Context: an optimization exercise on an open-source flow, tuned for small area, a short achievable clock period and few clock cycles per item. The choices shown serve that exercise and are no tape-out recipe. RTL that was checked went through simulation tests only; none was proved equivalent to the original. Power and IR drop assume default switching activity.

// data_mem_top
module data_mem_top (
    input  logic        clk,
    input  logic        rst_n,
    input  logic [23:0] addr_in,
    input  logic        req,
    input  logic        we,
    input  logic [7:0]  wdata,
    output logic [7:0]  rdata,
    output logic        busy,
    output logic        done,
    output logic        err
);
For scale: ~3600 cells after synthesis, about 2100 flip-flops, roughly 47 I/O pins.
make LEC_CHECK=0 CAP_MARGIN=0 CORE_MARGIN=2 CORE_UTILIZATION=70 CTS_BUF_LIST='sky130_fd_sc_hd__clkbuf_8 sky130_fd_sc_hd__clkbuf_16' CTS_CLUSTER_DIAMETER=120 CTS_CLUSTER_SIZE=24 SETUP_SLACK_MARGIN=2.2 SLEW_MARGIN=0 finish   # period 4.5 ns
run.sh (not shown) runs the stock make flow with config.mk's settings and CLKGATE_MAP_FILE= SYNTH_SCRIPT=/design/flow/synth_recipe.tcl, a recipe that flattens the netlist after the stock synthesis.
Testbench counts at the start, summed over its fixed seeds: cycles 4,816, items 4,800.
Rerun with:
--- a/flow/config.mk
+++ b/flow/config.mk
@@ -6,10 +6,10 @@
 export NUM_CORES = 4
 export LEC_CHECK = 0
-export CAP_MARGIN = 0
+export CAP_MARGIN = 20
 export CORE_MARGIN = 2
-export CORE_UTILIZATION = 70
+export CORE_UTILIZATION = 60
 export CTS_BUF_LIST = sky130_fd_sc_hd__clkbuf_8 sky130_fd_sc_hd__clkbuf_16
 export CTS_CLUSTER_DIAMETER = 120
 export CTS_CLUSTER_SIZE = 24
 export SETUP_SLACK_MARGIN = 2.2
-export SLEW_MARGIN = 0
+export SLEW_MARGIN = 20
Result: The changed run went through all stages and came out clean; count of clock-buffer cells in the layout falls by 2; worst hold slack gets worse by 0.0097 ns; synthesized area is unchanged; die area came out higher by 16%; setup slack improved by 0.035 ns; design area went down by 0.87%; routed wire length goes up by 0.94%.
Rerun with:
--- a/flow/config.mk
+++ b/flow/config.mk
@@ -9,7 +9,7 @@
 export CORE_MARGIN = 2
 export CORE_UTILIZATION = 60
-export CTS_BUF_LIST = sky130_fd_sc_hd__clkbuf_8 sky130_fd_sc_hd__clkbuf_16
-export CTS_CLUSTER_DIAMETER = 120
-export CTS_CLUSTER_SIZE = 24
+export CTS_BUF_LIST = sky130_fd_sc_hd__clkbuf_16
+export CTS_CLUSTER_DIAMETER = 100
+export CTS_CLUSTER_SIZE = 32
 export SETUP_SLACK_MARGIN = 2.2
 export SLEW_MARGIN = 20
Effect:
- final cell count stays flat
- via count barely changes
- worst hold slack gets better by 0.0089 ns
- total power is lower by 3.2%
- design area hardly moves
- non-clock buffer count is higher by 38
- routed wire length is lower by 0.54%

* * *

run Y:
data_mem_top again, from the RTL that the note above started with.
## data_mem_top
module data_mem_top (
    input  logic        clk,
    input  logic        rst_n,
    input  logic [23:0] addr_in,
    input  logic        req,
    input  logic        we,
    input  logic [7:0]  wdata,
    output logic [7:0]  rdata,
    output logic        busy,
    output logic        done,
    output logic        err
);
make LEC_CHECK=0 CAP_MARGIN=20 CORE_MARGIN=2 CORE_UTILIZATION=60 CTS_BUF_LIST='sky130_fd_sc_hd__clkbuf_8 sky130_fd_sc_hd__clkbuf_16' CTS_CLUSTER_DIAMETER=120 CTS_CLUSTER_SIZE=24 SETUP_SLACK_MARGIN=2.35 SLEW_MARGIN=20 finish   # period 4.5 ns
Testbench counts of run Y, summed over its fixed seeds: cycles 4,816, items 4,800.
Inputs modified between run Y and run G:
Settings: SETUP_SLACK_MARGIN changed from 2.35 to 2.0.
==> summary.txt <==
Reported for run Y and run G, number of clock sinks turned out identical to the last digit. Run G — area added between synthesis and finish 5.4 points lower, run Y as reference. Run G ended up with a lower switching part of the total power than run Y did. Between run Y and run G, the flow reports total power decreasing slightly. Measured against each other, run Y and run G differ in total of plain and repair buffers excluding clock buffers, the lower figure coming from run G. Vias: run G fewer than run Y.

* * *

Setup of before:
The RTL this note starts from:
==> flow/design.v <==
package proc_pkg;
    localparam int unsigned ADDR_W = 24;
    localparam int unsigned DATA_W = 8;
endpackage
module dmem_array (
    input  logic       clk,
    input  logic       we,
    input  logic [7:0] addr,
    input  logic [7:0] wdata,
    output logic [7:0] rdata
);
    logic [2047:0] mem;
    for (genvar i = 0; i < 256; i++) begin : g_word
        always_ff @(posedge clk) begin
            if (we && (addr == 8'(i))) mem[8*i +: 8] <= wdata;
        end
    end
    assign rdata = mem[8*addr +: 8];
endmodule
module data_mem_ctrl (
    input  logic        clk,
    input  logic        rst_n,
    input  logic [23:0] bus_addr_in,
    input  logic        bus_req,
    input  logic        bus_we,
    input  logic [7:0]  bus_wdata,
    output logic [7:0]  bus_rdata,
    output logic        bus_busy,
    output logic        bus_done,
    output logic        bus_err
);
    logic       busy_q;
    logic       done_q;
    logic       err_q;
    logic [7:0] rdata_q;
    logic [7:0] mem_rdata;
    logic       oor_c;
    logic       acc_c;
    assign oor_c = |bus_addr_in[23:8];
    assign acc_c = rst_n && bus_req && !busy_q;
    always_ff @(posedge clk) begin
        if (!rst_n) begin
            busy_q <= 1'b1;
            done_q <= 1'b0;
        end else begin
            busy_q <= 1'b0;
            done_q <= acc_c;
        end
    end
    always_ff @(posedge clk) begin
        err_q   <= oor_c;
        rdata_q <= mem_rdata;
    end
    dmem_array u_array (
        .clk   (clk),
        .we    (acc_c && bus_we && !oor_c),
        .addr  (bus_addr_in[7:0]),
        .wdata (bus_wdata),
        .rdata (mem_rdata)
    );
    assign bus_rdata = rdata_q;
    assign bus_busy  = busy_q;
    assign bus_done  = done_q;
    assign bus_err   = err_q;
endmodule
module data_mem_top (
    input  logic        clk,
    input  logic        rst_n,
    input  logic [23:0] addr_in,
    input  logic        req,
    input  logic        we,
    input  logic [7:0]  wdata,
    output logic [7:0]  rdata,
    output logic        busy,
    output logic        done,
    output logic        err
);
    data_mem_ctrl u_ctrl (
        .clk         (clk),
        .rst_n       (rst_n),
        .bus_addr_in (addr_in),
        .bus_req     (req),
        .bus_we      (we),
        .bus_wdata   (wdata),
        .bus_rdata   (rdata),
        .bus_busy    (busy),
        .bus_done    (done),
        .bus_err     (err)
    );
endmodule
export LEC_CHECK = 0
export CAP_MARGIN = 20
export CORE_MARGIN = 2
export CORE_UTILIZATION = 45
export CTS_BUF_LIST = sky130_fd_sc_hd__clkbuf_4 sky130_fd_sc_hd__clkbuf_8
export CTS_CLUSTER_SIZE = 24
export SETUP_SLACK_MARGIN = 2.0
export SLEW_MARGIN = 20
create_clock -name core_clock -period 4.5 [get_ports {clk}]
before completed every stage of the flow, and the final layout passed the timing, DRC and antenna checks.
Here is what was changed in the inputs of after compared with before.
# before
export LEC_CHECK = 0
export CAP_MARGIN = 20
export CORE_MARGIN = 2
export CORE_UTILIZATION = 45
export CTS_BUF_LIST = sky130_fd_sc_hd__clkbuf_4 sky130_fd_sc_hd__clkbuf_8
export CTS_CLUSTER_SIZE = 24
export SETUP_SLACK_MARGIN = 2.0
export SLEW_MARGIN = 20
create_clock -name core_clock -period 4.5 [get_ports {clk}]
# after
export LEC_CHECK = 0
export CAP_MARGIN = 20
export CORE_MARGIN = 2
export CORE_UTILIZATION = 45
export SETUP_SLACK_MARGIN = 2.0
export SLEW_MARGIN = 20
create_clock -name core_clock -period 4.5 [get_ports {clk}]
Changes observed in after relative to before: transition at the pin with the smallest max-transition slack went up by 24 ps, worst clock skew shows a reduction of 28 ps, total power rose about 2.3%. The final reports for after and before show design area higher in the former. after against before: static leakage moved up; instance count on the critical path moved up; total clock buffers created by CTS moved down.
No functional check of the RTL was part of any run of this note.

* * *

data_mem_top, a different RTL version from the one above (not shown whole).
For scale: about 4600 cells after synthesis, roughly 2400 flip-flops, ~47 I/O pins, roughly 76000 µm² of cells after synthesis.
export LEC_CHECK = 0
export CAP_MARGIN = 20
export CORE_MARGIN = 2
export CORE_UTILIZATION = 60
export CTS_BUF_LIST = sky130_fd_sc_hd__clkbuf_8 sky130_fd_sc_hd__clkbuf_16
export CTS_CLUSTER_DIAMETER = 120
export CTS_CLUSTER_SIZE = 24
export SETUP_SLACK_MARGIN = 2.35
export SLEW_MARGIN = 20
create_clock -name core_clock -period 4.5 [get_ports {clk}]
Testbench counts at the start, summed over its fixed seeds: cycles 4,816, items 4,800.
Then changed:
SETUP_SLACK_MARGIN = 2.2   (was 2.35)
The changed run went through all stages and came out clean.
Setup slack degrades by 79 ps.
Routed wire length fell by 1.4%.
Clock-buffer cell count fell by 1.
Via count fell by 1.7%.
Then changed:
CORE_UTILIZATION = 65   (was 60)
SETUP_SLACK_MARGIN = 2.25   (was 2.2)
What happened: The changed run finished with timing, DRC and antenna clean; clock power barely changes; total power climbs slightly; via count climbs by a few percent; final area climbs slightly; fmax drops by a few percent; hold slack degrades by 3.3 ps; routed wire length drops slightly; sequential power barely changes; worst setup slack degrades by 170 ps.
Then changed:
CORE_UTILIZATION = 60   (was 65)
SETUP_SLACK_MARGIN = 2.45   (was 2.25)
Outcome: The new run went through all stages and came out clean. Final area goes up by 0.97%. Setup slack improves by 100 ps. Fmax rose by 4.0%. Via count fell by 1.2%. Final cell count grows by 2.5%. Routed wire length climbs by 3.1%. Count of clock-buffer cells in the layout is lower by 1. Synthesized cell count stays the same. First-iteration DRC count shrinks by 9.1%. Synthesized area stays the same.

static timing again, ports no longer ideal:
No port has a modelled driver above. Below, the same layouts with a new extraction and two added sets of constraints. Step 1, drivers: a clkbuf_16 drives clk and a buf_2 each remaining input, both assumed. Step 2 also shifts input and output timing later by t, the mid clock arrival at the registers, as if the neighbouring blocks saw the same clock. a / b / c = ideal ports / drivers / drivers and shift; a / b = the first two.
run	t, ns	slack for setup (ns)	hold slack, ns
the first run of note 1	0.805	2.098 / 1.821 / 1.016	0.346 / 0.346 / 0.346
the second run of note 1	0.808	2.133 / 1.883 / 1.075	0.336 / 0.336 / 0.336
the third run of note 1	0.795	2.005 / 1.862 / 1.066	0.345 / 0.345 / 0.345
run Y	0.802	2.044 / 1.864 / 1.062	0.336 / 0.322 / 0.336
run G	0.791	1.929 / 1.800 / 1.008	0.348 / 0.348 / 0.348
before	1.077	1.912 / 1.793 / 0.716	0.212 / 0.166 / 0.616
after	0.893	1.909 / 1.720 / 0.827	0.267 / 0.207 / 0.611
the first run of note 4	0.830	2.145 / 1.824 / 0.995	0.332 / 0.332 / 0.332
the second run of note 4	0.835	2.066 / 1.900 / 1.065	0.335 / 0.321 / 0.335
the third run of note 4	0.816	1.900 / 1.829 / 1.013	0.332 / 0.332 / 0.332
the fourth run of note 4	0.828	2.000 / 1.865 / 1.037	0.339 / 0.339 / 0.339
After both steps every run listed still meets setup and hold. The setup slack of before, which loses most, moves by -0.119 ns with the drivers and by -1.196 ns with both steps.
